Context: an optimization exercise on an open-source flow, tuned for small area. The choices shown serve that exercise and are no tape-out recipe. The RTL was checked by simulation tests, not by an equivalence proof against the original design.

==> design.v <==
module awgn_clt_gen (
    input  logic        clock,
    input  logic        rst_n,
    input  logic        init,
    input  logic        ce,
    input  logic [31:0] seed,
    input  logic        gain_we,
    input  logic [0:0]  gain_sel,
    input  logic [15:0] gain_val,
    output logic        x_en,
    output logic [31:0] awgn
);
    localparam logic [31:0] MIX0 = 32'h9E3779B9;
    localparam logic [31:0] MIX1 = 32'h3C6EF372;
    localparam logic [15:0] ACC0 = 16'hA000;   
    function automatic logic [31:0] xs(input logic [31:0] s_in);
        logic [31:0] s;
        s = s_in ^ (s_in << 13);
        s = s ^ (s >> 17);
        s = s ^ (s << 5);
        xs = s;
    endfunction
    function automatic logic [31:0] cseed(input logic [31:0] b, input logic [31:0] m);
        logic [31:0] s;
        s = b ^ m;
        cseed = (s == 32'h0) ? 32'h1 : s;
    endfunction
    logic [31:0] s0_r, s1_r;
    logic [15:0] acc0_r, acc1_r;
    logic [15:0] g0_r, g1_r;
    logic [3:0]  cnt_r;
    logic        v1_r, x_en_r;
    logic [31:0] awgn_r;
    logic [31:0] d0, d1;
    logic [15:0] ae0, ae1, sum0, sum1, gn0, gn1, ma, mb;
    logic [19:0] q;
    logic        povf, novf;
    logic [15:0] sat;
    logic        c0, last;
    assign c0   = (cnt_r == 4'd0);
    assign last = (cnt_r == 4'd11);
    assign d0   = xs(s0_r);
    assign d1   = xs(s1_r);
    awgn_addf u_add0 (.a(acc0_r), .u(d0[31:20]), .s(ae0));   
    awgn_addr u_add1 (.a(acc1_r), .u(d1[31:20]), .s(ae1));
    assign sum0 = c0 ? {ACC0[15:12], d0[31:20]} : ae0;
    assign sum1 = c0 ? {ACC0[15:12], d1[31:20]} : ae1;
    assign gn0  = (gain_we && gain_sel == 1'b0) ? gain_val : g0_r;
    assign gn1  = (gain_we && gain_sel == 1'b1) ? gain_val : g1_r;
    assign ma   = v1_r ? acc1_r : sum0;
    assign mb   = (gain_we && gain_sel == 1'b0 && !v1_r) ? gain_val : (v1_r ? g1_r : g0_r);
    awgn_mul u_mul (.a(ma), .b(mb), .q(q));
    assign povf = !q[19] && (q[18:15] != 4'b0000);
    assign novf =  q[19] && ((q[18:15] != 4'b1111) || (q[14:0] == 15'd0));
    assign sat  = povf ? 16'h7FFF : novf ? 16'h8001 : q[15:0];
    always_ff @(posedge clock or negedge rst_n) begin
        if (!rst_n) begin
            s0_r   <= MIX0 ^ 32'h1;
            s1_r   <= MIX1 ^ 32'h1;
            cnt_r  <= 4'd0;
            v1_r   <= 1'b0;
            x_en_r <= 1'b0;
            g0_r   <= 16'h1000;
            g1_r   <= 16'h1000;
            awgn_r <= 32'h0;
        end else begin
            if (init) begin
                s0_r  <= cseed(seed, MIX0);
                s1_r  <= cseed(seed, MIX1);
                cnt_r <= 4'd0;
            end else if (ce) begin
                s0_r  <= d0;
                s1_r  <= d1;
                cnt_r <= last ? 4'd0 : cnt_r + 4'd1;
            end
            v1_r   <= ce && !init && last;
            x_en_r <= v1_r;
            g0_r   <= gn0;
            g1_r   <= gn1;
            if (v1_r) awgn_r <= {sat, acc0_r};
        end
    end
    always_ff @(posedge clock) begin
        if (ce) begin
            acc0_r <= last ? sat : sum0;
            acc1_r <= sum1;
        end
    end
    assign x_en = x_en_r;
    assign awgn = awgn_r;
endmodule
module awgn_mul (
    input  logic [15:0] a,
    input  logic [15:0] b,
    output logic [19:0] q
);
    logic bt1;
    logic x2;
    logic x3;
    logic x4;
    logic x5;
    logic x6;
    logic x7;
    logic x8;
    logic x9;
    logic x10;
    logic x11;
    logic x12;
    logic x13;
    logic x14;
    logic x15;
    logic x16;
    logic x17;
    logic x18;
    logic ns19;
    logic bo20;
    logic bt21;
    logic x22;
    logic x23;
    logic x24;
    logic x25;
    logic x26;
    logic x27;
    logic x28;
    logic x29;
    logic x30;
    logic x31;
    logic x32;
    logic x33;
    logic x34;
    logic x35;
    logic x36;
    logic x37;
    logic x38;
    logic ns39;
    logic bo40;
    logic bt41;
    logic x42;
    logic x43;
    logic x44;
    logic x45;
    logic x46;
    logic x47;
    logic x48;
    logic x49;
    logic x50;
    logic x51;
    logic x52;
    logic x53;
    logic x54;
    logic x55;
    logic x56;
    logic x57;
    logic x58;
    logic ns59;
    logic bo60;
    logic bt61;
    logic x62;
    logic x63;
    logic x64;
    logic x65;
    logic x66;
    logic x67;
    logic x68;
    logic x69;
    logic x70;
    logic x71;
    logic x72;
    logic x73;
    logic x74;
    logic x75;
    logic x76;
    logic x77;
    logic x78;
    logic ns79;
    logic bo80;
    logic bt81;
    logic x82;
    logic x83;
    logic x84;
    logic x85;
    logic x86;
    logic x87;
    logic x88;
    logic x89;
    logic x90;
    logic x91;
    logic x92;
    logic x93;
    logic x94;
    logic x95;
    logic x96;
    logic x97;
    logic x98;
    logic ns99;
    logic bo100;
    logic bt101;
    logic x102;
    logic x103;
    logic x104;
    logic x105;
    logic x106;
    logic x107;
    logic x108;
    logic x109;
    logic x110;
    logic x111;
    logic x112;
    logic x113;
    logic x114;
    logic x115;
    logic x116;
    logic x117;
    logic x118;
    logic ns119;
    logic bo120;
    logic bt121;
    logic x122;
    logic x123;
    logic x124;
    logic x125;
    logic x126;
    logic x127;
    logic x128;
    logic x129;
    logic x130;
    logic x131;
    logic x132;
    logic x133;
    logic x134;
    logic x135;
    logic x136;
    logic x137;
    logic x138;
    logic ns139;
    logic bo140;
    logic bt141;
    logic x142;
    logic x143;
    logic x144;
    logic x145;
    logic x146;
    logic x147;
    logic x148;
    logic x149;
    logic x150;
    logic x151;
    logic x152;
    logic x153;
    logic x154;
    logic x155;
    logic x156;
    logic x157;
    logic x158;
    logic ns159;
    logic s160;
    logic c161;
    logic s162;
    logic c163;
    logic s164;
    logic c165;
    logic s166;
    logic c167;
    logic s168;
    logic c169;
    logic s170;
    logic c171;
    logic s172;
    logic c173;
    logic s174;
    logic c175;
    logic s176;
    logic c177;
    logic s178;
    logic c179;
    logic s180;
    logic c181;
    logic s182;
    logic c183;
    logic s184;
    logic c185;
    logic s186;
    logic c187;
    logic s188;
    logic c189;
    logic s190;
    logic c191;
    logic s192;
    logic c193;
    logic s194;
    logic c195;
    logic s196;
    logic c197;
    logic s198;
    logic c199;
    logic s200;
    logic c201;
    logic s202;
    logic c203;
    logic s204;
    logic c205;
    logic s206;
    logic c207;
    logic s208;
    logic c209;
    logic s210;
    logic c211;
    logic s212;
    logic c213;
    logic s214;
    logic c215;
    logic s216;
    logic c217;
    logic s218;
    logic c219;
    logic s220;
    logic c221;
    logic s222;
    logic c223;
    logic s224;
    logic c225;
    logic s226;
    logic c227;
    logic s228;
    logic c229;
    logic s230;
    logic c231;
    logic s232;
    logic c233;
    logic s234;
    logic c235;
    logic s236;
    logic c237;
    logic s238;
    logic c239;
    logic s240;
    logic c241;
    logic s242;
    logic c243;
    logic s244;
    logic c245;
    logic s246;
    logic c247;
    logic s248;
    logic c249;
    logic s250;
    logic c251;
    logic s252;
    logic c253;
    logic s254;
    logic c255;
    logic s256;
    logic c257;
    logic s258;
    logic c259;
    logic s260;
    logic c261;
    logic s262;
    logic c263;
    logic s264;
    logic c265;
    logic s266;
    logic c267;
    logic s268;
    logic c269;
    logic s270;
    logic c271;
    logic s272;
    logic c273;
    logic s274;
    logic c275;
    logic s276;
    logic c277;
    logic s278;
    logic c279;
    logic s280;
    logic c281;
    logic s282;
    logic c283;
    logic s284;
    logic c285;
    logic s286;
    logic c287;
    logic s288;
    logic c289;
    logic s290;
    logic c291;
    logic s292;
    logic c293;
    logic s294;
    logic c295;
    logic s296;
    logic c297;
    logic s298;
    logic c299;
    logic s300;
    logic c301;
    logic s302;
    logic c303;
    logic s304;
    logic c305;
    logic s306;
    logic c307;
    logic s308;
    logic c309;
    logic s310;
    logic c311;
    logic s312;
    logic c313;
    logic s314;
    logic c315;
    logic s316;
    logic c317;
    logic s318;
    logic c319;
    logic s320;
    logic c321;
    logic s322;
    logic c323;
    logic s324;
    logic c325;
    logic s326;
    logic c327;
    logic s328;
    logic c329;
    logic s330;
    logic c331;
    logic s332;
    logic c333;
    logic s334;
    logic c335;
    logic s336;
    logic c337;
    logic s338;
    logic c339;
    logic s340;
    logic c341;
    logic s342;
    logic c343;
    logic s344;
    logic c345;
    logic s346;
    logic c347;
    logic s348;
    logic c349;
    logic s350;
    logic c351;
    logic s352;
    logic c353;
    logic s354;
    logic c355;
    logic s356;
    logic c357;
    logic s358;
    logic c359;
    logic s360;
    logic c361;
    logic s362;
    logic c363;
    logic s364;
    logic c365;
    logic s366;
    logic c367;
    logic s368;
    logic c369;
    logic s370;
    logic c371;
    logic s372;
    logic c373;
    logic s374;
    logic c375;
    logic s376;
    logic c377;
    logic s378;
    logic c379;
    logic s380;
    logic c381;
    logic s382;
    logic c383;
    logic s384;
    logic c385;
    logic s386;
    logic c387;
    logic s388;
    logic c389;
    logic s390;
    logic c391;
    logic s392;
    logic c393;
    logic s394;
    logic c395;
    logic s396;
    logic c397;
    logic s398;
    logic c399;
    logic s400;
    logic c401;
    logic s402;
    logic c403;
    logic s404;
    logic c405;
    logic s406;
    logic c407;
    logic s408;
    logic c409;
    logic s410;
    logic c411;
    logic s412;
    logic c413;
    logic s414;
    logic c415;
    logic s416;
    logic c417;
    logic s418;
    logic c419;
    logic s420;
    logic c421;
    logic s422;
    logic c423;
    logic s424;
    logic c425;
    logic s426;
    logic c427;
    logic s428;
    logic c429;
    logic s430;
    logic c431;
    logic s432;
    logic c433;
    logic s434;
    logic c435;
    logic s436;
    logic c437;
    logic s438;
    logic c439;
    logic s440;
    logic c441;
    logic s442;
    logic c443;
    logic s444;
    logic c445;
    logic s446;
    logic c447;
    logic s448;
    logic c449;
    logic s450;
    logic c451;
    logic s452;
    logic c453;
    logic s454;
    logic c455;
    logic s456;
    logic c457;
    logic s458;
    logic c459;
    logic s460;
    logic c461;
    logic s462;
    logic c463;
    logic g464;
    logic g465;
    logic p466;
    logic g467;
    logic p468;
    logic g469;
    logic p470;
    logic g471;
    logic p472;
    logic g473;
    logic p474;
    logic g475;
    logic p476;
    logic g477;
    logic p478;
    logic g479;
    logic p480;
    logic g481;
    logic p482;
    logic g483;
    logic p484;
    logic g485;
    logic p486;
    logic g487;
    logic g488;
    logic p489;
    logic g490;
    logic p491;
    logic g492;
    logic p493;
    logic g494;
    logic p495;
    logic g496;
    logic p497;
    logic g498;
    logic g499;
    logic p500;
    logic g501;
    logic p502;
    logic g503;
    logic g504;
    logic g505;
    logic g506;
    logic g507;
    logic g508;
    logic g509;
    logic g510;
    logic g511;
    logic g512;
    logic g513;
    logic g514;
    logic g515;
    logic g516;
    logic g517;
    logic g518;
    logic g519;
    logic g520;
    logic g521;
    logic g522;
    logic s523;
    logic s524;
    logic s525;
    logic s526;
    logic s527;
    logic s528;
    logic s529;
    logic s530;
    logic s531;
    logic s532;
    logic s533;
    logic s534;
    logic s535;
    logic s536;
    logic s537;
    logic s538;
    logic s539;
    logic s540;
    logic s541;
    logic s542;
    logic s543;
    logic s544;
    logic s545;
    assign bt1 = a[1] & ~a[0];
    assign x2 = ((a[0] & b[0])) ^ a[1];
    assign x3 = ((a[0] & b[1]) | (bt1 & b[0])) ^ a[1];
    assign x4 = ((a[0] & b[2]) | (bt1 & b[1])) ^ a[1];
    assign x5 = ((a[0] & b[3]) | (bt1 & b[2])) ^ a[1];
    assign x6 = ((a[0] & b[4]) | (bt1 & b[3])) ^ a[1];
    assign x7 = ((a[0] & b[5]) | (bt1 & b[4])) ^ a[1];
    assign x8 = ((a[0] & b[6]) | (bt1 & b[5])) ^ a[1];
    assign x9 = ((a[0] & b[7]) | (bt1 & b[6])) ^ a[1];
    assign x10 = ((a[0] & b[8]) | (bt1 & b[7])) ^ a[1];
    assign x11 = ((a[0] & b[9]) | (bt1 & b[8])) ^ a[1];
    assign x12 = ((a[0] & b[10]) | (bt1 & b[9])) ^ a[1];
    assign x13 = ((a[0] & b[11]) | (bt1 & b[10])) ^ a[1];
    assign x14 = ((a[0] & b[12]) | (bt1 & b[11])) ^ a[1];
    assign x15 = ((a[0] & b[13]) | (bt1 & b[12])) ^ a[1];
    assign x16 = ((a[0] & b[14]) | (bt1 & b[13])) ^ a[1];
    assign x17 = ((a[0] & b[15]) | (bt1 & b[14])) ^ a[1];
    assign x18 = ((bt1 & b[15])) ^ a[1];
    assign ns19 = ~a[1];
    assign bo20 = a[2] ^ a[1];
    assign bt21 = (a[3] & ~a[2] & ~a[1]) | (~a[3] & a[2] & a[1]);
    assign x22 = ((bo20 & b[0])) ^ a[3];
    assign x23 = ((bo20 & b[1]) | (bt21 & b[0])) ^ a[3];
    assign x24 = ((bo20 & b[2]) | (bt21 & b[1])) ^ a[3];
    assign x25 = ((bo20 & b[3]) | (bt21 & b[2])) ^ a[3];
    assign x26 = ((bo20 & b[4]) | (bt21 & b[3])) ^ a[3];
    assign x27 = ((bo20 & b[5]) | (bt21 & b[4])) ^ a[3];
    assign x28 = ((bo20 & b[6]) | (bt21 & b[5])) ^ a[3];
    assign x29 = ((bo20 & b[7]) | (bt21 & b[6])) ^ a[3];
    assign x30 = ((bo20 & b[8]) | (bt21 & b[7])) ^ a[3];
    assign x31 = ((bo20 & b[9]) | (bt21 & b[8])) ^ a[3];
    assign x32 = ((bo20 & b[10]) | (bt21 & b[9])) ^ a[3];
    assign x33 = ((bo20 & b[11]) | (bt21 & b[10])) ^ a[3];
    assign x34 = ((bo20 & b[12]) | (bt21 & b[11])) ^ a[3];
    assign x35 = ((bo20 & b[13]) | (bt21 & b[12])) ^ a[3];
    assign x36 = ((bo20 & b[14]) | (bt21 & b[13])) ^ a[3];
    assign x37 = ((bo20 & b[15]) | (bt21 & b[14])) ^ a[3];
    assign x38 = ((bt21 & b[15])) ^ a[3];
    assign ns39 = ~a[3];
    assign bo40 = a[4] ^ a[3];
    assign bt41 = (a[5] & ~a[4] & ~a[3]) | (~a[5] & a[4] & a[3]);
    assign x42 = ((bo40 & b[0])) ^ a[5];
    assign x43 = ((bo40 & b[1]) | (bt41 & b[0])) ^ a[5];
    assign x44 = ((bo40 & b[2]) | (bt41 & b[1])) ^ a[5];
    assign x45 = ((bo40 & b[3]) | (bt41 & b[2])) ^ a[5];
    assign x46 = ((bo40 & b[4]) | (bt41 & b[3])) ^ a[5];
    assign x47 = ((bo40 & b[5]) | (bt41 & b[4])) ^ a[5];
    assign x48 = ((bo40 & b[6]) | (bt41 & b[5])) ^ a[5];
    assign x49 = ((bo40 & b[7]) | (bt41 & b[6])) ^ a[5];
    assign x50 = ((bo40 & b[8]) | (bt41 & b[7])) ^ a[5];
    assign x51 = ((bo40 & b[9]) | (bt41 & b[8])) ^ a[5];
    assign x52 = ((bo40 & b[10]) | (bt41 & b[9])) ^ a[5];
    assign x53 = ((bo40 & b[11]) | (bt41 & b[10])) ^ a[5];
    assign x54 = ((bo40 & b[12]) | (bt41 & b[11])) ^ a[5];
    assign x55 = ((bo40 & b[13]) | (bt41 & b[12])) ^ a[5];
    assign x56 = ((bo40 & b[14]) | (bt41 & b[13])) ^ a[5];
    assign x57 = ((bo40 & b[15]) | (bt41 & b[14])) ^ a[5];
    assign x58 = ((bt41 & b[15])) ^ a[5];
    assign ns59 = ~a[5];
    assign bo60 = a[6] ^ a[5];
    assign bt61 = (a[7] & ~a[6] & ~a[5]) | (~a[7] & a[6] & a[5]);
    assign x62 = ((bo60 & b[0])) ^ a[7];
    assign x63 = ((bo60 & b[1]) | (bt61 & b[0])) ^ a[7];
    assign x64 = ((bo60 & b[2]) | (bt61 & b[1])) ^ a[7];
    assign x65 = ((bo60 & b[3]) | (bt61 & b[2])) ^ a[7];
    assign x66 = ((bo60 & b[4]) | (bt61 & b[3])) ^ a[7];
    assign x67 = ((bo60 & b[5]) | (bt61 & b[4])) ^ a[7];
    assign x68 = ((bo60 & b[6]) | (bt61 & b[5])) ^ a[7];
    assign x69 = ((bo60 & b[7]) | (bt61 & b[6])) ^ a[7];
    assign x70 = ((bo60 & b[8]) | (bt61 & b[7])) ^ a[7];
    assign x71 = ((bo60 & b[9]) | (bt61 & b[8])) ^ a[7];
    assign x72 = ((bo60 & b[10]) | (bt61 & b[9])) ^ a[7];
    assign x73 = ((bo60 & b[11]) | (bt61 & b[10])) ^ a[7];
    assign x74 = ((bo60 & b[12]) | (bt61 & b[11])) ^ a[7];
    assign x75 = ((bo60 & b[13]) | (bt61 & b[12])) ^ a[7];
    assign x76 = ((bo60 & b[14]) | (bt61 & b[13])) ^ a[7];
    assign x77 = ((bo60 & b[15]) | (bt61 & b[14])) ^ a[7];
    assign x78 = ((bt61 & b[15])) ^ a[7];
    assign ns79 = ~a[7];
    assign bo80 = a[8] ^ a[7];
    assign bt81 = (a[9] & ~a[8] & ~a[7]) | (~a[9] & a[8] & a[7]);
    assign x82 = ((bo80 & b[0])) ^ a[9];
    assign x83 = ((bo80 & b[1]) | (bt81 & b[0])) ^ a[9];
    assign x84 = ((bo80 & b[2]) | (bt81 & b[1])) ^ a[9];
    assign x85 = ((bo80 & b[3]) | (bt81 & b[2])) ^ a[9];
    assign x86 = ((bo80 & b[4]) | (bt81 & b[3])) ^ a[9];
    assign x87 = ((bo80 & b[5]) | (bt81 & b[4])) ^ a[9];
    assign x88 = ((bo80 & b[6]) | (bt81 & b[5])) ^ a[9];
    assign x89 = ((bo80 & b[7]) | (bt81 & b[6])) ^ a[9];
    assign x90 = ((bo80 & b[8]) | (bt81 & b[7])) ^ a[9];
    assign x91 = ((bo80 & b[9]) | (bt81 & b[8])) ^ a[9];
    assign x92 = ((bo80 & b[10]) | (bt81 & b[9])) ^ a[9];
    assign x93 = ((bo80 & b[11]) | (bt81 & b[10])) ^ a[9];
    assign x94 = ((bo80 & b[12]) | (bt81 & b[11])) ^ a[9];
    assign x95 = ((bo80 & b[13]) | (bt81 & b[12])) ^ a[9];
    assign x96 = ((bo80 & b[14]) | (bt81 & b[13])) ^ a[9];
    assign x97 = ((bo80 & b[15]) | (bt81 & b[14])) ^ a[9];
    assign x98 = ((bt81 & b[15])) ^ a[9];
    assign ns99 = ~a[9];
    assign bo100 = a[10] ^ a[9];
    assign bt101 = (a[11] & ~a[10] & ~a[9]) | (~a[11] & a[10] & a[9]);
    assign x102 = ((bo100 & b[0])) ^ a[11];
    assign x103 = ((bo100 & b[1]) | (bt101 & b[0])) ^ a[11];
    assign x104 = ((bo100 & b[2]) | (bt101 & b[1])) ^ a[11];
    assign x105 = ((bo100 & b[3]) | (bt101 & b[2])) ^ a[11];
    assign x106 = ((bo100 & b[4]) | (bt101 & b[3])) ^ a[11];
    assign x107 = ((bo100 & b[5]) | (bt101 & b[4])) ^ a[11];
    assign x108 = ((bo100 & b[6]) | (bt101 & b[5])) ^ a[11];
    assign x109 = ((bo100 & b[7]) | (bt101 & b[6])) ^ a[11];
    assign x110 = ((bo100 & b[8]) | (bt101 & b[7])) ^ a[11];
    assign x111 = ((bo100 & b[9]) | (bt101 & b[8])) ^ a[11];
    assign x112 = ((bo100 & b[10]) | (bt101 & b[9])) ^ a[11];
    assign x113 = ((bo100 & b[11]) | (bt101 & b[10])) ^ a[11];
    assign x114 = ((bo100 & b[12]) | (bt101 & b[11])) ^ a[11];
    assign x115 = ((bo100 & b[13]) | (bt101 & b[12])) ^ a[11];
    assign x116 = ((bo100 & b[14]) | (bt101 & b[13])) ^ a[11];
    assign x117 = ((bo100 & b[15]) | (bt101 & b[14])) ^ a[11];
    assign x118 = ((bt101 & b[15])) ^ a[11];
    assign ns119 = ~a[11];
    assign bo120 = a[12] ^ a[11];
    assign bt121 = (a[13] & ~a[12] & ~a[11]) | (~a[13] & a[12] & a[11]);
    assign x122 = ((bo120 & b[0])) ^ a[13];
    assign x123 = ((bo120 & b[1]) | (bt121 & b[0])) ^ a[13];
    assign x124 = ((bo120 & b[2]) | (bt121 & b[1])) ^ a[13];
    assign x125 = ((bo120 & b[3]) | (bt121 & b[2])) ^ a[13];
    assign x126 = ((bo120 & b[4]) | (bt121 & b[3])) ^ a[13];
    assign x127 = ((bo120 & b[5]) | (bt121 & b[4])) ^ a[13];
    assign x128 = ((bo120 & b[6]) | (bt121 & b[5])) ^ a[13];
    assign x129 = ((bo120 & b[7]) | (bt121 & b[6])) ^ a[13];
    assign x130 = ((bo120 & b[8]) | (bt121 & b[7])) ^ a[13];
    assign x131 = ((bo120 & b[9]) | (bt121 & b[8])) ^ a[13];
    assign x132 = ((bo120 & b[10]) | (bt121 & b[9])) ^ a[13];
    assign x133 = ((bo120 & b[11]) | (bt121 & b[10])) ^ a[13];
    assign x134 = ((bo120 & b[12]) | (bt121 & b[11])) ^ a[13];
    assign x135 = ((bo120 & b[13]) | (bt121 & b[12])) ^ a[13];
    assign x136 = ((bo120 & b[14]) | (bt121 & b[13])) ^ a[13];
    assign x137 = ((bo120 & b[15]) | (bt121 & b[14])) ^ a[13];
    assign x138 = ((bt121 & b[15])) ^ a[13];
    assign ns139 = ~a[13];
    assign bo140 = a[14] ^ a[13];
    assign bt141 = (a[15] & ~a[14] & ~a[13]) | (~a[15] & a[14] & a[13]);
    assign x142 = ((bo140 & b[0])) ^ a[15];
    assign x143 = ((bo140 & b[1]) | (bt141 & b[0])) ^ a[15];
    assign x144 = ((bo140 & b[2]) | (bt141 & b[1])) ^ a[15];
    assign x145 = ((bo140 & b[3]) | (bt141 & b[2])) ^ a[15];
    assign x146 = ((bo140 & b[4]) | (bt141 & b[3])) ^ a[15];
    assign x147 = ((bo140 & b[5]) | (bt141 & b[4])) ^ a[15];
    assign x148 = ((bo140 & b[6]) | (bt141 & b[5])) ^ a[15];
    assign x149 = ((bo140 & b[7]) | (bt141 & b[6])) ^ a[15];
    assign x150 = ((bo140 & b[8]) | (bt141 & b[7])) ^ a[15];
    assign x151 = ((bo140 & b[9]) | (bt141 & b[8])) ^ a[15];
    assign x152 = ((bo140 & b[10]) | (bt141 & b[9])) ^ a[15];
    assign x153 = ((bo140 & b[11]) | (bt141 & b[10])) ^ a[15];
    assign x154 = ((bo140 & b[12]) | (bt141 & b[11])) ^ a[15];
    assign x155 = ((bo140 & b[13]) | (bt141 & b[12])) ^ a[15];
    assign x156 = ((bo140 & b[14]) | (bt141 & b[13])) ^ a[15];
    assign x157 = ((bo140 & b[15]) | (bt141 & b[14])) ^ a[15];
    assign x158 = ((bt141 & b[15])) ^ a[15];
    assign ns159 = ~a[15];
    assign s160 = x12 ^ x30;
    assign c161 = x12 & x30;
    assign s162 = x13 ^ x31;
    assign c163 = x13 & x31;
    assign s164 = x14 ^ x32 ^ x50;
    assign c165 = (x14 & x32) | (x14 & x50) | (x32 & x50);
    assign s166 = x68 ^ x86;
    assign c167 = x68 & x86;
    assign s168 = x15 ^ x33 ^ x51;
    assign c169 = (x15 & x33) | (x15 & x51) | (x33 & x51);
    assign s170 = x69 ^ x87;
    assign c171 = x69 & x87;
    assign s172 = x16 ^ x34 ^ x52;
    assign c173 = (x16 & x34) | (x16 & x52) | (x34 & x52);
    assign s174 = x70 ^ x88 ^ x106;
    assign c175 = (x70 & x88) | (x70 & x106) | (x88 & x106);
    assign s176 = x124 ^ x142;
    assign c177 = x124 & x142;
    assign s178 = x17 ^ x35 ^ x53;
    assign c179 = (x17 & x35) | (x17 & x53) | (x35 & x53);
    assign s180 = x71 ^ x89 ^ x107;
    assign c181 = (x71 & x89) | (x71 & x107) | (x89 & x107);
    assign s182 = x125 ^ x143;
    assign c183 = x125 & x143;
    assign s184 = x18 ^ x36 ^ x54;
    assign c185 = (x18 & x36) | (x18 & x54) | (x36 & x54);
    assign s186 = x72 ^ x90 ^ x108;
    assign c187 = (x72 & x90) | (x72 & x108) | (x90 & x108);
    assign s188 = x126 ^ x144;
    assign c189 = x126 & x144;
    assign s190 = a[1] ^ x37 ^ x55;
    assign c191 = (a[1] & x37) | (a[1] & x55) | (x37 & x55);
    assign s192 = x73 ^ x91 ^ x109;
    assign c193 = (x73 & x91) | (x73 & x109) | (x91 & x109);
    assign s194 = x127 ^ x145;
    assign c195 = x127 & x145;
    assign s196 = a[1] ^ x38 ^ x56;
    assign c197 = (a[1] & x38) | (a[1] & x56) | (x38 & x56);
    assign s198 = x74 ^ x92 ^ x110;
    assign c199 = (x74 & x92) | (x74 & x110) | (x92 & x110);
    assign s200 = x128 ^ x146;
    assign c201 = x128 & x146;
    assign s202 = ns19 ^ ns39 ^ x57;
    assign c203 = (ns19 & ns39) | (ns19 & x57) | (ns39 & x57);
    assign s204 = x75 ^ x93 ^ x111;
    assign c205 = (x75 & x93) | (x75 & x111) | (x93 & x111);
    assign s206 = x129 ^ x147;
    assign c207 = x129 & x147;
    assign s208 = 1'b1 ^ x58 ^ x76;
    assign c209 = (1'b1 & x58) | (1'b1 & x76) | (x58 & x76);
    assign s210 = x94 ^ x112 ^ x130;
    assign c211 = (x94 & x112) | (x94 & x130) | (x112 & x130);
    assign s212 = ns59 ^ x77 ^ x95;
    assign c213 = (ns59 & x77) | (ns59 & x95) | (x77 & x95);
    assign s214 = 1'b1 ^ x78;
    assign c215 = 1'b1 & x78;
    assign s216 = x8 ^ x26;
    assign c217 = x8 & x26;
    assign s218 = x9 ^ x27;
    assign c219 = x9 & x27;
    assign s220 = x10 ^ x28 ^ x46;
    assign c221 = (x10 & x28) | (x10 & x46) | (x28 & x46);
    assign s222 = x64 ^ x82;
    assign c223 = x64 & x82;
    assign s224 = x11 ^ x29 ^ x47;
    assign c225 = (x11 & x29) | (x11 & x47) | (x29 & x47);
    assign s226 = x65 ^ x83;
    assign c227 = x65 & x83;
    assign s228 = x48 ^ x66 ^ x84;
    assign c229 = (x48 & x66) | (x48 & x84) | (x66 & x84);
    assign s230 = x102 ^ a[11] ^ s160;
    assign c231 = (x102 & a[11]) | (x102 & s160) | (a[11] & s160);
    assign s232 = x49 ^ x67 ^ x85;
    assign c233 = (x49 & x67) | (x49 & x85) | (x67 & x85);
    assign s234 = x103 ^ c161 ^ s162;
    assign c235 = (x103 & c161) | (x103 & s162) | (c161 & s162);
    assign s236 = x104 ^ x122 ^ a[13];
    assign c237 = (x104 & x122) | (x104 & a[13]) | (x122 & a[13]);
    assign s238 = c163 ^ s164 ^ s166;
    assign c239 = (c163 & s164) | (c163 & s166) | (s164 & s166);
    assign s240 = x105 ^ x123 ^ c165;
    assign c241 = (x105 & x123) | (x105 & c165) | (x123 & c165);
    assign s242 = c167 ^ s168 ^ s170;
    assign c243 = (c167 & s168) | (c167 & s170) | (s168 & s170);
    assign s244 = a[15] ^ c169 ^ c171;
    assign c245 = (a[15] & c169) | (a[15] & c171) | (c169 & c171);
    assign s246 = s172 ^ s174 ^ s176;
    assign c247 = (s172 & s174) | (s172 & s176) | (s174 & s176);
    assign s248 = c173 ^ c175 ^ c177;
    assign c249 = (c173 & c175) | (c173 & c177) | (c175 & c177);
    assign s250 = s178 ^ s180 ^ s182;
    assign c251 = (s178 & s180) | (s178 & s182) | (s180 & s182);
    assign s252 = c179 ^ c181 ^ c183;
    assign c253 = (c179 & c181) | (c179 & c183) | (c181 & c183);
    assign s254 = s184 ^ s186 ^ s188;
    assign c255 = (s184 & s186) | (s184 & s188) | (s186 & s188);
    assign s256 = c185 ^ c187 ^ c189;
    assign c257 = (c185 & c187) | (c185 & c189) | (c187 & c189);
    assign s258 = s190 ^ s192 ^ s194;
    assign c259 = (s190 & s192) | (s190 & s194) | (s192 & s194);
    assign s260 = c191 ^ c193 ^ c195;
    assign c261 = (c191 & c193) | (c191 & c195) | (c193 & c195);
    assign s262 = s196 ^ s198 ^ s200;
    assign c263 = (s196 & s198) | (s196 & s200) | (s198 & s200);
    assign s264 = c197 ^ c199 ^ c201;
    assign c265 = (c197 & c199) | (c197 & c201) | (c199 & c201);
    assign s266 = s202 ^ s204 ^ s206;
    assign c267 = (s202 & s204) | (s202 & s206) | (s204 & s206);
    assign s268 = x148 ^ c203 ^ c205;
    assign c269 = (x148 & c203) | (x148 & c205) | (c203 & c205);
    assign s270 = c207 ^ s208 ^ s210;
    assign c271 = (c207 & s208) | (c207 & s210) | (s208 & s210);
    assign s272 = x113 ^ x131 ^ x149;
    assign c273 = (x113 & x131) | (x113 & x149) | (x131 & x149);
    assign s274 = c209 ^ c211 ^ s212;
    assign c275 = (c209 & c211) | (c209 & s212) | (c211 & s212);
    assign s276 = x96 ^ x114 ^ x132;
    assign c277 = (x96 & x114) | (x96 & x132) | (x114 & x132);
    assign s278 = x150 ^ c213 ^ s214;
    assign c279 = (x150 & c213) | (x150 & s214) | (c213 & s214);
    assign s280 = ns79 ^ x97 ^ x115;
    assign c281 = (ns79 & x97) | (ns79 & x115) | (x97 & x115);
    assign s282 = x133 ^ x151 ^ c215;
    assign c283 = (x133 & x151) | (x133 & c215) | (x151 & c215);
    assign s284 = 1'b1 ^ x98 ^ x116;
    assign c285 = (1'b1 & x98) | (1'b1 & x116) | (x98 & x116);
    assign s286 = x134 ^ x152;
    assign c287 = x134 & x152;
    assign s288 = ns99 ^ x117 ^ x135;
    assign c289 = (ns99 & x117) | (ns99 & x135) | (x117 & x135);
    assign s290 = 1'b1 ^ x118;
    assign c291 = 1'b1 & x118;
    assign s292 = x6 ^ x24;
    assign c293 = x6 & x24;
    assign s294 = x7 ^ x25;
    assign c295 = x7 & x25;
    assign s296 = x44 ^ x62 ^ a[7];
    assign c297 = (x44 & x62) | (x44 & a[7]) | (x62 & a[7]);
    assign s298 = x45 ^ x63 ^ c217;
    assign c299 = (x45 & x63) | (x45 & c217) | (x63 & c217);
    assign s300 = a[9] ^ c219 ^ s220;
    assign c301 = (a[9] & c219) | (a[9] & s220) | (c219 & s220);
    assign s302 = c221 ^ c223 ^ s224;
    assign c303 = (c221 & c223) | (c221 & s224) | (c223 & s224);
    assign s304 = c225 ^ c227 ^ s228;
    assign c305 = (c225 & c227) | (c225 & s228) | (c227 & s228);
    assign s306 = c229 ^ c231 ^ s232;
    assign c307 = (c229 & c231) | (c229 & s232) | (c231 & s232);
    assign s308 = c233 ^ c235 ^ s236;
    assign c309 = (c233 & c235) | (c233 & s236) | (c235 & s236);
    assign s310 = c237 ^ c239 ^ s240;
    assign c311 = (c237 & c239) | (c237 & s240) | (c239 & s240);
    assign s312 = c241 ^ c243 ^ s244;
    assign c313 = (c241 & c243) | (c241 & s244) | (c243 & s244);
    assign s314 = c245 ^ c247 ^ s248;
    assign c315 = (c245 & c247) | (c245 & s248) | (c247 & s248);
    assign s316 = c249 ^ c251 ^ s252;
    assign c317 = (c249 & c251) | (c249 & s252) | (c251 & s252);
    assign s318 = c253 ^ c255 ^ s256;
    assign c319 = (c253 & c255) | (c253 & s256) | (c255 & s256);
    assign s320 = c257 ^ c259 ^ s260;
    assign c321 = (c257 & c259) | (c257 & s260) | (c259 & s260);
    assign s322 = c261 ^ c263 ^ s264;
    assign c323 = (c261 & c263) | (c261 & s264) | (c263 & s264);
    assign s324 = c265 ^ c267 ^ s268;
    assign c325 = (c265 & c267) | (c265 & s268) | (c267 & s268);
    assign s326 = c269 ^ c271 ^ s272;
    assign c327 = (c269 & c271) | (c269 & s272) | (c271 & s272);
    assign s328 = c273 ^ c275 ^ s276;
    assign c329 = (c273 & c275) | (c273 & s276) | (c275 & s276);
    assign s330 = c277 ^ c279 ^ s280;
    assign c331 = (c277 & c279) | (c277 & s280) | (c279 & s280);
    assign s332 = c281 ^ c283 ^ s284;
    assign c333 = (c281 & c283) | (c281 & s284) | (c283 & s284);
    assign s334 = x153 ^ c285 ^ c287;
    assign c335 = (x153 & c285) | (x153 & c287) | (c285 & c287);
    assign s336 = x136 ^ x154 ^ c289;
    assign c337 = (x136 & x154) | (x136 & c289) | (x154 & c289);
    assign s338 = ns119 ^ x137 ^ x155;
    assign c339 = (ns119 & x137) | (ns119 & x155) | (x137 & x155);
    assign s340 = 1'b1 ^ x138;
    assign c341 = 1'b1 & x138;
    assign s342 = x4 ^ x22;
    assign c343 = x4 & x22;
    assign s344 = x5 ^ x23;
    assign c345 = x5 & x23;
    assign s346 = x42 ^ a[5] ^ s292;
    assign c347 = (x42 & a[5]) | (x42 & s292) | (a[5] & s292);
    assign s348 = x43 ^ c293 ^ s294;
    assign c349 = (x43 & c293) | (x43 & s294) | (c293 & s294);
    assign s350 = s216 ^ c295 ^ s296;
    assign c351 = (s216 & c295) | (s216 & s296) | (c295 & s296);
    assign s352 = s218 ^ c297 ^ s298;
    assign c353 = (s218 & c297) | (s218 & s298) | (c297 & s298);
    assign s354 = s222 ^ c299 ^ s300;
    assign c355 = (s222 & c299) | (s222 & s300) | (c299 & s300);
    assign s356 = s226 ^ c301 ^ s302;
    assign c357 = (s226 & c301) | (s226 & s302) | (c301 & s302);
    assign s358 = s230 ^ c303 ^ s304;
    assign c359 = (s230 & c303) | (s230 & s304) | (c303 & s304);
    assign s360 = s234 ^ c305 ^ s306;
    assign c361 = (s234 & c305) | (s234 & s306) | (c305 & s306);
    assign s362 = s238 ^ c307 ^ s308;
    assign c363 = (s238 & c307) | (s238 & s308) | (c307 & s308);
    assign s364 = s242 ^ c309 ^ s310;
    assign c365 = (s242 & c309) | (s242 & s310) | (c309 & s310);
    assign s366 = s246 ^ c311 ^ s312;
    assign c367 = (s246 & c311) | (s246 & s312) | (c311 & s312);
    assign s368 = s250 ^ c313 ^ s314;
    assign c369 = (s250 & c313) | (s250 & s314) | (c313 & s314);
    assign s370 = s254 ^ c315 ^ s316;
    assign c371 = (s254 & c315) | (s254 & s316) | (c315 & s316);
    assign s372 = s258 ^ c317 ^ s318;
    assign c373 = (s258 & c317) | (s258 & s318) | (c317 & s318);
    assign s374 = s262 ^ c319 ^ s320;
    assign c375 = (s262 & c319) | (s262 & s320) | (c319 & s320);
    assign s376 = s266 ^ c321 ^ s322;
    assign c377 = (s266 & c321) | (s266 & s322) | (c321 & s322);
    assign s378 = s270 ^ c323 ^ s324;
    assign c379 = (s270 & c323) | (s270 & s324) | (c323 & s324);
    assign s380 = s274 ^ c325 ^ s326;
    assign c381 = (s274 & c325) | (s274 & s326) | (c325 & s326);
    assign s382 = s278 ^ c327 ^ s328;
    assign c383 = (s278 & c327) | (s278 & s328) | (c327 & s328);
    assign s384 = s282 ^ c329 ^ s330;
    assign c385 = (s282 & c329) | (s282 & s330) | (c329 & s330);
    assign s386 = s286 ^ c331 ^ s332;
    assign c387 = (s286 & c331) | (s286 & s332) | (c331 & s332);
    assign s388 = s288 ^ c333 ^ s334;
    assign c389 = (s288 & c333) | (s288 & s334) | (c333 & s334);
    assign s390 = s290 ^ c335 ^ s336;
    assign c391 = (s290 & c335) | (s290 & s336) | (c335 & s336);
    assign s392 = c291 ^ c337 ^ s338;
    assign c393 = (c291 & c337) | (c291 & s338) | (c337 & s338);
    assign s394 = x156 ^ c339 ^ s340;
    assign c395 = (x156 & c339) | (x156 & s340) | (c339 & s340);
    assign s396 = ns139 ^ x157 ^ c341;
    assign c397 = (ns139 & x157) | (ns139 & c341) | (x157 & c341);
    assign s398 = 1'b1 ^ x158;
    assign c399 = 1'b1 & x158;
    assign s400 = x2 ^ a[1];
    assign c401 = x2 & a[1];
    assign s402 = x3 ^ c401;
    assign c403 = x3 & c401;
    assign s404 = a[3] ^ s342 ^ c403;
    assign c405 = (a[3] & s342) | (a[3] & c403) | (s342 & c403);
    assign s406 = c343 ^ s344 ^ c405;
    assign c407 = (c343 & s344) | (c343 & c405) | (s344 & c405);
    assign s408 = c345 ^ s346 ^ c407;
    assign c409 = (c345 & s346) | (c345 & c407) | (s346 & c407);
    assign s410 = c347 ^ s348 ^ c409;
    assign c411 = (c347 & s348) | (c347 & c409) | (s348 & c409);
    assign s412 = c349 ^ s350 ^ c411;
    assign c413 = (c349 & s350) | (c349 & c411) | (s350 & c411);
    assign s414 = c351 ^ s352 ^ c413;
    assign c415 = (c351 & s352) | (c351 & c413) | (s352 & c413);
    assign s416 = c353 ^ s354 ^ c415;
    assign c417 = (c353 & s354) | (c353 & c415) | (s354 & c415);
    assign s418 = c355 ^ s356;
    assign c419 = c355 & s356;
    assign s420 = c357 ^ s358;
    assign c421 = c357 & s358;
    assign s422 = c359 ^ s360;
    assign c423 = c359 & s360;
    assign s424 = c361 ^ s362;
    assign c425 = c361 & s362;
    assign s426 = c363 ^ s364;
    assign c427 = c363 & s364;
    assign s428 = c365 ^ s366;
    assign c429 = c365 & s366;
    assign s430 = c367 ^ s368;
    assign c431 = c367 & s368;
    assign s432 = c369 ^ s370;
    assign c433 = c369 & s370;
    assign s434 = c371 ^ s372;
    assign c435 = c371 & s372;
    assign s436 = c373 ^ s374;
    assign c437 = c373 & s374;
    assign s438 = c375 ^ s376;
    assign c439 = c375 & s376;
    assign s440 = c377 ^ s378;
    assign c441 = c377 & s378;
    assign s442 = c379 ^ s380;
    assign c443 = c379 & s380;
    assign s444 = c381 ^ s382;
    assign c445 = c381 & s382;
    assign s446 = c383 ^ s384;
    assign c447 = c383 & s384;
    assign s448 = c385 ^ s386;
    assign c449 = c385 & s386;
    assign s450 = c387 ^ s388;
    assign c451 = c387 & s388;
    assign s452 = c389 ^ s390;
    assign c453 = c389 & s390;
    assign s454 = c391 ^ s392;
    assign c455 = c391 & s392;
    assign s456 = c393 ^ s394;
    assign c457 = c393 & s394;
    assign s458 = c395 ^ s396;
    assign c459 = c395 & s396;
    assign s460 = c397 ^ s398;
    assign c461 = c397 & s398;
    assign s462 = ns159 ^ c399;
    assign c463 = ns159 & c399;
    assign g464 = c419 | (s418 & c417);
    assign g465 = c423 | (s422 & c421);
    assign p466 = s422 & s420;
    assign g467 = c427 | (s426 & c425);
    assign p468 = s426 & s424;
    assign g469 = c431 | (s430 & c429);
    assign p470 = s430 & s428;
    assign g471 = c435 | (s434 & c433);
    assign p472 = s434 & s432;
    assign g473 = c439 | (s438 & c437);
    assign p474 = s438 & s436;
    assign g475 = c443 | (s442 & c441);
    assign p476 = s442 & s440;
    assign g477 = c447 | (s446 & c445);
    assign p478 = s446 & s444;
    assign g479 = c451 | (s450 & c449);
    assign p480 = s450 & s448;
    assign g481 = c455 | (s454 & c453);
    assign p482 = s454 & s452;
    assign g483 = c459 | (s458 & c457);
    assign p484 = s458 & s456;
    assign g485 = c463 | (s462 & c461);
    assign p486 = s462 & s460;
    assign g487 = g465 | (p466 & g464);
    assign g488 = g469 | (p470 & g467);
    assign p489 = p470 & p468;
    assign g490 = g473 | (p474 & g471);
    assign p491 = p474 & p472;
    assign g492 = g477 | (p478 & g475);
    assign p493 = p478 & p476;
    assign g494 = g481 | (p482 & g479);
    assign p495 = p482 & p480;
    assign g496 = g485 | (p486 & g483);
    assign p497 = p486 & p484;
    assign g498 = g488 | (p489 & g487);
    assign g499 = g492 | (p493 & g490);
    assign p500 = p493 & p491;
    assign g501 = g496 | (p497 & g494);
    assign p502 = p497 & p495;
    assign g503 = g499 | (p500 & g498);
    assign g504 = g501 | (p502 & g503);
    assign g505 = g490 | (p491 & g498);
    assign g506 = g494 | (p495 & g503);
    assign g507 = g467 | (p468 & g487);
    assign g508 = g471 | (p472 & g498);
    assign g509 = g475 | (p476 & g505);
    assign g510 = g479 | (p480 & g503);
    assign g511 = g483 | (p484 & g506);
    assign g512 = c421 | (s420 & g464);
    assign g513 = c425 | (s424 & g487);
    assign g514 = c429 | (s428 & g507);
    assign g515 = c433 | (s432 & g498);
    assign g516 = c437 | (s436 & g508);
    assign g517 = c441 | (s440 & g505);
    assign g518 = c445 | (s444 & g509);
    assign g519 = c449 | (s448 & g503);
    assign g520 = c453 | (s452 & g510);
    assign g521 = c457 | (s456 & g506);
    assign g522 = c461 | (s460 & g511);
    assign s523 = s418 ^ c417;
    assign s524 = s420 ^ g464;
    assign s525 = s422 ^ g512;
    assign s526 = s424 ^ g487;
    assign s527 = s426 ^ g513;
    assign s528 = s428 ^ g507;
    assign s529 = s430 ^ g514;
    assign s530 = s432 ^ g498;
    assign s531 = s434 ^ g515;
    assign s532 = s436 ^ g508;
    assign s533 = s438 ^ g516;
    assign s534 = s440 ^ g505;
    assign s535 = s442 ^ g517;
    assign s536 = s444 ^ g509;
    assign s537 = s446 ^ g518;
    assign s538 = s448 ^ g503;
    assign s539 = s450 ^ g519;
    assign s540 = s452 ^ g510;
    assign s541 = s454 ^ g520;
    assign s542 = s456 ^ g506;
    assign s543 = s458 ^ g521;
    assign s544 = s460 ^ g511;
    assign s545 = s462 ^ g522;
    assign q = {s545, s544, s543, s542, s541, s540, s539, s538, s537, s536, s535, s534, s533, s532, s531, s530, s529, s528, s527, s526};
endmodule
module awgn_addf (
    input  logic [15:0] a,
    input  logic [11:0] u,
    output logic [15:0] s
);
    logic s1;
    logic c2;
    logic s3;
    logic c4;
    logic s5;
    logic c6;
    logic s7;
    logic c8;
    logic s9;
    logic c10;
    logic s11;
    logic c12;
    logic s13;
    logic c14;
    logic s15;
    logic c16;
    logic s17;
    logic c18;
    logic s19;
    logic c20;
    logic s21;
    logic c22;
    logic s23;
    logic c24;
    logic g25;
    logic p26;
    logic g27;
    logic p28;
    logic g29;
    logic p30;
    logic g31;
    logic p32;
    logic g33;
    logic p34;
    logic g35;
    logic p36;
    logic p37;
    logic p38;
    logic g39;
    logic p40;
    logic g41;
    logic p42;
    logic g43;
    logic p44;
    logic p45;
    logic g46;
    logic p47;
    logic g48;
    logic p49;
    logic g50;
    logic p51;
    logic g52;
    logic p53;
    logic g54;
    logic p55;
    logic g56;
    logic p57;
    logic g58;
    logic p59;
    logic g60;
    logic p61;
    logic g62;
    logic p63;
    logic g64;
    logic p65;
    logic g66;
    logic p67;
    logic g68;
    logic p69;
    logic g70;
    logic p71;
    logic g72;
    logic p73;
    logic s74;
    logic s75;
    logic s76;
    logic s77;
    logic s78;
    logic s79;
    logic s80;
    logic s81;
    logic s82;
    logic s83;
    logic s84;
    logic s85;
    logic s86;
    logic s87;
    logic s88;
    assign s1 = a[0] ^ u[0];
    assign c2 = a[0] & u[0];
    assign s3 = a[1] ^ u[1];
    assign c4 = a[1] & u[1];
    assign s5 = a[2] ^ u[2];
    assign c6 = a[2] & u[2];
    assign s7 = a[3] ^ u[3];
    assign c8 = a[3] & u[3];
    assign s9 = a[4] ^ u[4];
    assign c10 = a[4] & u[4];
    assign s11 = a[5] ^ u[5];
    assign c12 = a[5] & u[5];
    assign s13 = a[6] ^ u[6];
    assign c14 = a[6] & u[6];
    assign s15 = a[7] ^ u[7];
    assign c16 = a[7] & u[7];
    assign s17 = a[8] ^ u[8];
    assign c18 = a[8] & u[8];
    assign s19 = a[9] ^ u[9];
    assign c20 = a[9] & u[9];
    assign s21 = a[10] ^ u[10];
    assign c22 = a[10] & u[10];
    assign s23 = a[11] ^ u[11];
    assign c24 = a[11] & u[11];
    assign g25 = c4 | (s3 & c2);
    assign p26 = s3 & s1;
    assign g27 = c8 | (s7 & c6);
    assign p28 = s7 & s5;
    assign g29 = c12 | (s11 & c10);
    assign p30 = s11 & s9;
    assign g31 = c16 | (s15 & c14);
    assign p32 = s15 & s13;
    assign g33 = c20 | (s19 & c18);
    assign p34 = s19 & s17;
    assign g35 = c24 | (s23 & c22);
    assign p36 = s23 & s21;
    assign p37 = a[13] & a[12];
    assign p38 = a[15] & a[14];
    assign g39 = g27 | (p28 & g25);
    assign p40 = p28 & p26;
    assign g41 = g31 | (p32 & g29);
    assign p42 = p32 & p30;
    assign g43 = g35 | (p36 & g33);
    assign p44 = p36 & p34;
    assign p45 = p38 & p37;
    assign g46 = g41 | (p42 & g39);
    assign p47 = p42 & p40;
    assign g48 = p45 & g43;
    assign p49 = p45 & p44;
    assign g50 = g48 | (p49 & g46);
    assign p51 = p49 & p47;
    assign g52 = g43 | (p44 & g46);
    assign p53 = p44 & p47;
    assign g54 = g29 | (p30 & g39);
    assign p55 = p30 & p40;
    assign g56 = g33 | (p34 & g46);
    assign p57 = p34 & p47;
    assign g58 = p37 & g52;
    assign p59 = p37 & p53;
    assign g60 = c6 | (s5 & g25);
    assign p61 = s5 & p26;
    assign g62 = c10 | (s9 & g39);
    assign p63 = s9 & p40;
    assign g64 = c14 | (s13 & g54);
    assign p65 = s13 & p55;
    assign g66 = c18 | (s17 & g46);
    assign p67 = s17 & p47;
    assign g68 = c22 | (s21 & g56);
    assign p69 = s21 & p57;
    assign g70 = a[12] & g52;
    assign p71 = a[12] & p53;
    assign g72 = a[14] & g58;
    assign p73 = a[14] & p59;
    assign s74 = s3 ^ c2;
    assign s75 = s5 ^ g25;
    assign s76 = s7 ^ g60;
    assign s77 = s9 ^ g39;
    assign s78 = s11 ^ g62;
    assign s79 = s13 ^ g54;
    assign s80 = s15 ^ g64;
    assign s81 = s17 ^ g46;
    assign s82 = s19 ^ g66;
    assign s83 = s21 ^ g56;
    assign s84 = s23 ^ g68;
    assign s85 = a[12] ^ g52;
    assign s86 = a[13] ^ g70;
    assign s87 = a[14] ^ g58;
    assign s88 = a[15] ^ g72;
    assign s = {s88, s87, s86, s85, s84, s83, s82, s81, s80, s79, s78, s77, s76, s75, s74, s1};
endmodule
module awgn_addr (
    input  logic [15:0] a,
    input  logic [11:0] u,
    output logic [15:0] s
);
    logic s1;
    logic c2;
    logic s3;
    logic c4;
    logic s5;
    logic c6;
    logic s7;
    logic c8;
    logic s9;
    logic c10;
    logic s11;
    logic c12;
    logic s13;
    logic c14;
    logic s15;
    logic c16;
    logic s17;
    logic c18;
    logic s19;
    logic c20;
    logic s21;
    logic c22;
    logic s23;
    logic c24;
    logic s25;
    logic c26;
    logic s27;
    logic c28;
    logic s29;
    logic c30;
    logic s31;
    logic c32;
    assign s1 = a[0] ^ u[0];
    assign c2 = a[0] & u[0];
    assign s3 = a[1] ^ u[1] ^ c2;
    assign c4 = (a[1] & u[1]) | (a[1] & c2) | (u[1] & c2);
    assign s5 = a[2] ^ u[2] ^ c4;
    assign c6 = (a[2] & u[2]) | (a[2] & c4) | (u[2] & c4);
    assign s7 = a[3] ^ u[3] ^ c6;
    assign c8 = (a[3] & u[3]) | (a[3] & c6) | (u[3] & c6);
    assign s9 = a[4] ^ u[4] ^ c8;
    assign c10 = (a[4] & u[4]) | (a[4] & c8) | (u[4] & c8);
    assign s11 = a[5] ^ u[5] ^ c10;
    assign c12 = (a[5] & u[5]) | (a[5] & c10) | (u[5] & c10);
    assign s13 = a[6] ^ u[6] ^ c12;
    assign c14 = (a[6] & u[6]) | (a[6] & c12) | (u[6] & c12);
    assign s15 = a[7] ^ u[7] ^ c14;
    assign c16 = (a[7] & u[7]) | (a[7] & c14) | (u[7] & c14);
    assign s17 = a[8] ^ u[8] ^ c16;
    assign c18 = (a[8] & u[8]) | (a[8] & c16) | (u[8] & c16);
    assign s19 = a[9] ^ u[9] ^ c18;
    assign c20 = (a[9] & u[9]) | (a[9] & c18) | (u[9] & c18);
    assign s21 = a[10] ^ u[10] ^ c20;
    assign c22 = (a[10] & u[10]) | (a[10] & c20) | (u[10] & c20);
    assign s23 = a[11] ^ u[11] ^ c22;
    assign c24 = (a[11] & u[11]) | (a[11] & c22) | (u[11] & c22);
    assign s25 = a[12] ^ c24;
    assign c26 = a[12] & c24;
    assign s27 = a[13] ^ c26;
    assign c28 = a[13] & c26;
    assign s29 = a[14] ^ c28;
    assign c30 = a[14] & c28;
    assign s31 = a[15] ^ c30;
    assign c32 = a[15] & c30;
    assign s = {s31, s29, s27, s25, s23, s21, s19, s17, s15, s13, s11, s9, s7, s5, s3, s1};
endmodule
==> flow/run.sh <==
#!/bin/bash
# Own flow: the standard layout (standard.sh, unchanged synthesis), with every
# input and output port buffered by the smallest buffer (buf_1) instead of the
# default choice. Each tool's output goes to a log file here.
set -euo pipefail
export BUFFER_PORTS_ARGS="-buffer_cell sky130_fd_sc_hd__buf_1"
bash standard.sh > standard_flow.log 2>&1
==> standard.sh <==
#!/bin/bash
# synth_recipe.tcl (not shown) runs the flow's synth.tcl, then flattens the netlist and writes it again
# the make line also repeats each setting of config.mk as NAME=value (left out here)
make -C /OpenROAD-flow-scripts/flow DESIGN_CONFIG=/design/flow/config.mk WORK_HOME=/design/flow/orfs CLKGATE_MAP_FILE= SYNTH_SCRIPT=/design/flow/synth_recipe.tcl "${@:-finish}"
==> config.mk <==
export PLATFORM = sky130hd
export DESIGN_NAME = awgn_clt_gen
export DESIGN_NICKNAME = awgn_clt_gen
export VERILOG_FILES = /design/flow/design.v
export SDC_FILE = /design/flow/constraint.sdc
export NUM_CORES = 4
export LEC_CHECK = 0
export ABC_AREA = 1
export CAP_MARGIN = 20
export CORE_MARGIN = 2
export CORE_UTILIZATION = 40
export CTS_BUF_LIST = sky130_fd_sc_hd__clkbuf_8
export CTS_CLUSTER_DIAMETER = 120
export CTS_CLUSTER_SIZE = 40
export SLEW_MARGIN = 20
==> constraint.sdc <==
create_clock -name core_clock -period 10.0 [get_ports {clock}]
set_input_delay 2.0000 -clock core_clock [delete_from_list [all_inputs] [get_ports {clock}]]
set_output_delay 2.0000 -clock core_clock [all_outputs]
set_load 0.01 [all_outputs]
==> qor.txt, run 1 <==
========================================================================================
Run status                                              no timing/DRC/antenna violations
Initial cell density of the core                                                   0.403
Total setup violations reported at the end of the flow                                 0
Number of antenna violations at the first check in global routing                      0
Clk_skew                                                                         23.4 ps
Crit Path Max Fanout                                                                  12
Worst min-delay path category                                               register to register
Worst-path clk slew                                                               110 ps
Vias in the first global route                                                     13078
Final sum of negative setup slack                                                   0 ps
Buffer levels on the longest clock path                                                2
Routed wire length                                                              45100 um
Via density per instance                                                            5.32
Number of DRC markers after the initial detailed-route iteration                    1042
Top-Level Pins                                                                        87
Maximum number of pins on one net before global-route repair                          73
Number of cells traversed by the worst register-to-register path                      44
Syn avg cell area                                                             8.41 sq um
Net count after synthesis                                                           2078
Die X-Extent                                                                      201 um
Routed vias                                                                        12977
Cts-stage hold buffer count                                                            0
Ratio of final minimum period to clock period                                      0.941
Remaining DRCs                                                                         0
Min Clock Period, post-route                                                     9410 ps
Min Hold Slack                                                                    484 ps
Final non-filler cell total                                                         2441
Delay of the slowest critical-path stage                                          570 ps
IO Port Bufs                                                                          86
Most common cell on crit path                                               sky130_fd_sc_hd__nand2_1
Number of warnings reported in the yosys synthesis log                                 1
Synth Flop Type                                                             sky130_fd_sc_hd__dfrtp_1
Worst setup slack before clock tree synthesis                                    4.20 ps
Synth top area share                                                               0.150
Async set-reset flop share out of synthesis                                        0.807
Clock latency reported for the late side of the worst-skew pair                   520 ps
Depth of the CTS H-tree                                                                4
Number of diodes added for antenna fixing                                              0
Setup crit start kind                                                           register
Final number of max-transition violations                                              0
Share of the core filled with cells in the final layout                            0.441
Cells after synthesis                                                               1846
Critical path endpoint category                                                 register
CTS root buf                                                                sky130_fd_sc_hd__clkbuf_8
Post-synthesis to final-layout area growth                                         9.42%
CP required                                                                     10250 ps
Normalized max-slew margin                                                         0.286
Core Area                                                                    38500 sq um
Largest area contributor in the synthesized netlist                         sky130_fd_sc_hd__dfrtp_1
Cell Count Post-Placement                                                           2405
Residual overflow from global routing                                                  0
Slowest cell on the critical path                                           sky130_fd_sc_hd__dfstp_2
Netlist cell types                                                                    48
Final antenna-violating net count                                                      0
Floorplan row count                                                                   72
Transition time of the tightest slew-check pin                                   1070 ps
Post-Place Cell Area                                                         16500 sq um
Max Cap Violations                                                                     0
Worst Path Class, Setup                                                     register to register
Final layout net count                                                              2142
#FFs+latches synth                                                                   166
Highest clock frequency the design can meet                                      106 MHz
Total clock sinks                                                                    166
Number of buffers created by CTS                                                      17
Gr usage total                                                                     0.230
Routed wire per std cell                                                         18.5 um
Height of the die                                                                 201 um
Routability congestion estimate                                                    0.906
PnR worst setup slack                                                             589 ps
WHS Path Cells                                                                         2
Library cell with the highest instance count after synthesis                sky130_fd_sc_hd__nand2_1
Global-route wire length before repair                                          73000 um
Worst Path Arrival                                                               9660 ps
Final hold violation count                                                             0
Total half-perimeter wirelength after legalization and detailed placement       34700 um
Part of the Yosys area used for sequential elements                                0.281
Design Area, Final                                                           17000 sq um
Top cell types by occurrence after synthesis                                348 x sky130_fd_sc_hd__nand2_1, 262 x sky130_fd_sc_hd__inv_1, 172 x sky130_fd_sc_hd__xor2_1, 121 x sky130_fd_sc_hd__o22ai_1, 116 x sky130_fd_sc_hd__fa_1
Share of cells above drive strength 1                                             0.0931
TritonCTS clock tree                                                                 yes
Die Footprint                                                                40400 sq um
Largest cells by area after synthesis                                       sky130_fd_sc_hd__dfrtp_1 15%, sky130_fd_sc_hd__fa_1 15%, sky130_fd_sc_hd__xor2_1 9.7%
Number of synthesized flops with an enable pin                                        32
Synthesized area                                                             15500 sq um
Pre-Repair DR Iteration Count                                                          5
========================================================================================
[registers in the layout, summed over array words and instances, names as in the netlist]
name and count:
acc0_r 16, g0_r 16, v1_r 1, x_en_r 1, s1_r 32, s0_r 32
g1_r 16, cnt_r 4, awgn_r 32, acc1_r 16
[cells in the final DEF (no fill, tap or decap), types with 9 or more instances in the layout]
cell type and n:
sky130_fd_sc_hd__o21a_1 15, sky130_fd_sc_hd__ha_1 62, sky130_fd_sc_hd__dfrtp_1 92, sky130_fd_sc_hd__nand4_1 9
sky130_fd_sc_hd__or2_2 12, sky130_fd_sc_hd__fa_1 116, sky130_fd_sc_hd__xor2_1 171, sky130_fd_sc_hd__buf_1 83
sky130_fd_sc_hd__a21oi_1 52, sky130_fd_sc_hd__xnor2_1 75, sky130_fd_sc_hd__o21ai_0 89, sky130_fd_sc_hd__o21ai_1 10
sky130_fd_sc_hd__o211ai_1 18, sky130_fd_sc_hd__dfstp_2 41, sky130_fd_sc_hd__a31oi_1 18, sky130_fd_sc_hd__buf_4 52
sky130_fd_sc_hd__inv_1 259, sky130_fd_sc_hd__nor4_1 10, sky130_fd_sc_hd__o221ai_1 11, sky130_fd_sc_hd__nand3_1 28
sky130_fd_sc_hd__a22oi_1 11, sky130_fd_sc_hd__o22ai_1 121, sky130_fd_sc_hd__nor2_1 78, sky130_fd_sc_hd__edfxtp_1 32
sky130_fd_sc_hd__mux2i_1 14, sky130_fd_sc_hd__nand2_1 347, sky130_fd_sc_hd__clkbuf_8 18
[cells by family (layout without fill, tap and decap cells)]
logic type | Yosys count | count (layout) | synth area share
compound gates | 376 | 376 | 0.147
buf+inv | 362 | 439 | 0.0902
xor+xnor | 250 | 250 | 0.142
mux | 14 | 14 | 0.00903
flops | 166 | 166 | 0.281
simple gates | 500 | 500 | 0.130
fa+ha+maj | 178 | 178 | 0.200
[metal layers]
metal,part of all wire,wire length (um),global-route usage,vias to the layer above
li1,-,-,-,6136
met1,0.44,19700,0.308,6342
met2,0.48,21500,0.379,420
met3,0.055,2480,0.0394,79
met4,0.032,1450,0.0783,0
met5,0,0,0,-
[repair_timing]
item	4_1_cts	5_1_grt
gates resized for setup	1	22
hold endpoints to repair	0	0
endpoints found under the setup margin	5	30
gates cloned	0	0
pin swaps	0	1
setup buffers	0	4
[worst paths after layout]
kind,start,end,slack (ps)
max in group asynchronous,rst_n,v1_r$_DFF_PN0_,6750
setup reg to reg,s0_r[7]$_DFFE_PN1P_,acc0_r[5]$_DFFE_PP_,590
setup / recovery,s0_r[7]$_DFFE_PN1P_,acc0_r[5]$_DFFE_PP_,590
min in group asynchronous,rst_n,awgn_r[24]$_DFFE_PN0P_,1660
hold reg to reg,awgn_r[11]$_DFFE_PN0P_,awgn_r[11]$_DFFE_PN0P_,480
hold / removal,awgn_r[11]$_DFFE_PN0P_,awgn_r[11]$_DFFE_PN0P_,480
[critical path: cells and delay by family, from the launching register on]
kind	cells	cell delay [ps]
fa+ha+maj	9	3620
compound gates	11	2050
simple gates	14	1820
buf+inv	9	960
flops	1	570
xor+xnor	1	130
[cell type report]
| cell class | count | area (sq um) |
|---|---|---|
| tap | 518 | 648 |
| timing repair buffer | 139 | 739 |
| clock inverter | 14 | 125 |
| inverter | 268 | 1010 |
| clock buffer | 18 | 248 |
| multi-input combinational | 1318 | 9840 |
| fill | 3839 | 21500 |
| sequential | 166 | 4370 |
==> run 2, diff against run 1 <==
--- a/config.mk
+++ b/config.mk
@@ -8,8 +8,6 @@
 export ABC_AREA = 1
 export CAP_MARGIN = 20
 export CORE_MARGIN = 2
-export CORE_UTILIZATION = 40
+export CORE_UTILIZATION = 50
 export CTS_BUF_LIST = sky130_fd_sc_hd__clkbuf_8
-export CTS_CLUSTER_DIAMETER = 120
-export CTS_CLUSTER_SIZE = 40
 export SLEW_MARGIN = 20
==> run 2 against run 1 <==
Area after synthesis did not move. Synthesized cell count did not move. Utilization rose by 11 points. Routed wire length fell by 0.71%. First-iteration DRC count rose by 16%. Critical endpoint is now acc0_r[8]$_DFFE_PP_. Design area fell by 0.39%. Critical path type unchanged. Critical path depth fell by 2. Highest routed layer unchanged.
==> qor.txt, run 2 <==
========================================================================================
Residual overflow from global routing                                                  0   unchanged
Most common cell after layout, fill and taps aside                          sky130_fd_sc_hd__nand2_1
Crit Path Max Fanout                                                                   9   -3
Async set-reset flop share out of synthesis                                        0.807   unchanged
Depth of the CTS H-tree                                                                4   unchanged
Share of cells above drive strength 1                                             0.0949   +0.00183
Global-route wire length before repair                                          71600 um   -2.0%
Worst min-delay path category                                               register to register
Critical path endpoint category                                                 register
Number of fill cells in the layout                                                  2941   -23%
Gr usage total                                                                     0.281   +0.0510
Worst Path Class, Setup                                                     register to register
Family with the most delay on the worst path                                 adder cells
Height of the die                                                                 180 um   -10%
Part of the Yosys area used for sequential elements                                0.281   unchanged
Worst reg2reg path endpoint                                                 acc0_r[8]$_DFFE_PP_
Final hold violation count                                                             0   unchanged
Post-synthesis to final-layout area growth                                         8.99%
Highest clock frequency the design can meet                                      106 MHz   +0.18%
Number of antenna violations at the first check in global routing                      1   +1
Maximum number of pins on one net before global-route repair                          87   +19%
Worst Path Arrival                                                               9600 ps   -60 ps
Routed wire length                                                              44800 um   -0.71%
Number of buffers created by CTS                                                      17   unchanged
TritonCTS clock tree                                                                 yes
Synth Flop Type                                                             sky130_fd_sc_hd__dfrtp_1
Total clock sinks                                                                    166   unchanged
Final antenna-violating net count                                                      0   unchanged
Routed vias                                                                        12997   +0.15%
Die Footprint                                                                32500 sq um   -20%
Total half-perimeter wirelength after legalization and detailed placement       34500 um   -0.69%
Clock latency reported for the late side of the worst-skew pair                   490 ps   -30 ps
Largest cells by area after synthesis                                       sky130_fd_sc_hd__dfrtp_1 15%, sky130_fd_sc_hd__fa_1 15%, sky130_fd_sc_hd__xor2_1 9.7%
Slowest cell on the critical path                                           sky130_fd_sc_hd__dfstp_2
Biggest regs                                                                awgn_r x32, s0_r x32, s1_r x32
Final layout net count                                                              2147   +0.23%
Top cell types by occurrence after synthesis                                348 x sky130_fd_sc_hd__nand2_1, 262 x sky130_fd_sc_hd__inv_1, 172 x sky130_fd_sc_hd__xor2_1, 121 x sky130_fd_sc_hd__o22ai_1, 116 x sky130_fd_sc_hd__fa_1
Design Area, Final                                                           16900 sq um   -0.39%
CTS root buf                                                                sky130_fd_sc_hd__clkbuf_8
Run status                                              no timing/DRC/antenna violations
Cells after synthesis                                                               1846   unchanged
Post-Place Cell Area                                                         16400 sq um   -0.70%
Min Clock Period, post-route                                                     9390 ps   -16.9 ps
Via density per instance                                                            5.59   +5.2%
Number of warnings reported in the yosys synthesis log                                 1   unchanged
Syn avg cell area                                                             8.41 sq um   unchanged
========================================================================================
==> run 2: worst max path at each step <==
stage	start	end	depth (start not counted)	slack [ps]
after floorplan	s0_r[7]$_DFFE_PN1P_	acc0_r[7]$_DFFE_PP_	46	820
after global placement	s0_r[7]$_DFFE_PN1P_	acc0_r[0]$_DFFE_PP_	47	440
after detailed placement	s0_r[7]$_DFFE_PN1P_	acc0_r[9]$_DFFE_PP_	43	120
after CTS	s0_r[7]$_DFFE_PN1P_	acc0_r[9]$_DFFE_PP_	43	80
after global routing	s0_r[7]$_DFFE_PN1P_	acc0_r[9]$_DFFE_PP_	45	-7
final	s0_r[7]$_DFFE_PN1P_	acc0_r[8]$_DFFE_PP_	42	610
==> run 2: what timing repair did <==
action | 4_1_cts | 5_1_grt
setup endpoints to repair | 0 | 30
gates resized for setup | 0 | 22
buffers inserted | 0 | 4
==> run 2: worst min-delay path: stages (launching register included) <==
cell and delay (ps):
sky130_fd_sc_hd__dfrtp_1 350, sky130_fd_sc_hd__nand2_1 50, sky130_fd_sc_hd__nand2_1 50
==> run 2: cell type report <==
cell class | instances | area [sq um] | share of cell area
diodes | 1 | 2.50 | 0.000148
clock buffers | 17 | 234 | 0.0138
clock inverters | 15 | 193 | 0.0114
inverters | 268 | 1010 | 0.0600
multi-input cells | 1318 | 9830 | 0.581
flip-flops and latches | 166 | 4370 | 0.258
well taps | 396 | 495 | 0.0293
repair buffers | 144 | 777 | 0.0459
==> run 2: kinds of logic after synthesis <==
logic type	count (synthesis)	synth area share
AO/OA/AOI/OAI	376	0.147
XOR/XNOR	250	0.142
adder cells (fa/ha/maj)	178	0.200
buffers and inverters	362	0.0902
flip-flops	166	0.281
multiplexers	14	0.00903
AND/OR/NAND/NOR	500	0.130
==> run 2: per-stage QoR <==
stage | hold WS [ps] | TNS, ps | setup WS, ps | std cells
after floorplan | 439 | 0 | 825 | 1846
after global placement | 456 | 0 | 438 | 2288
after detailed placement | 458 | 0 | 121 | 2288
after CTS | 481 | 0 | 82.1 | 2320
after global routing | 506 | -9.74 | -7.35 | 2324
final | 482 | 0 | 606 | 2325
==> run 2: metal layers <==
| metal | vias to the layer above | global-route usage | share of wire |
|---|---|---|---|
| met5 | - | 0 | 0 |
| met4 | 0 | 0.105 | 0.038 |
| met3 | 86 | 0.0430 | 0.056 |
| met2 | 450 | 0.467 | 0.48 |
| met1 | 6315 | 0.373 | 0.43 |
| li1 | 6146 | - | - |

==> separate check: timing with driven ports <==
The results above use ideal ports. As a check the final layouts listed here were re-extracted and re-timed, cells and wires unchanged. Step 1, drivers: a clkbuf_16 drives clock and a buf_2 each remaining input, both assumed. Step 2 moves the port delays by t, midway between the first and last clock arrival at a register: inputs arrive t later, outputs are due t later. That takes back most of the time a late clock gives input paths. a / b / c = no drivers / after step 1 / after step 2; a / b = the first two.
run	t, ns	setup WS [ns]	latest minus earliest clock arrival (ns)	worst slew at a driven data input, ns	cell pins on the clock port's net
run 1	0.557	0.589 / 0.589 / 0.589	0.024 / 0.023	0.04	1
run 2	0.523	0.606 / 0.606 / 0.606	0.020 / 0.020	0.05	1
After both steps setup and hold are still met in every run listed.
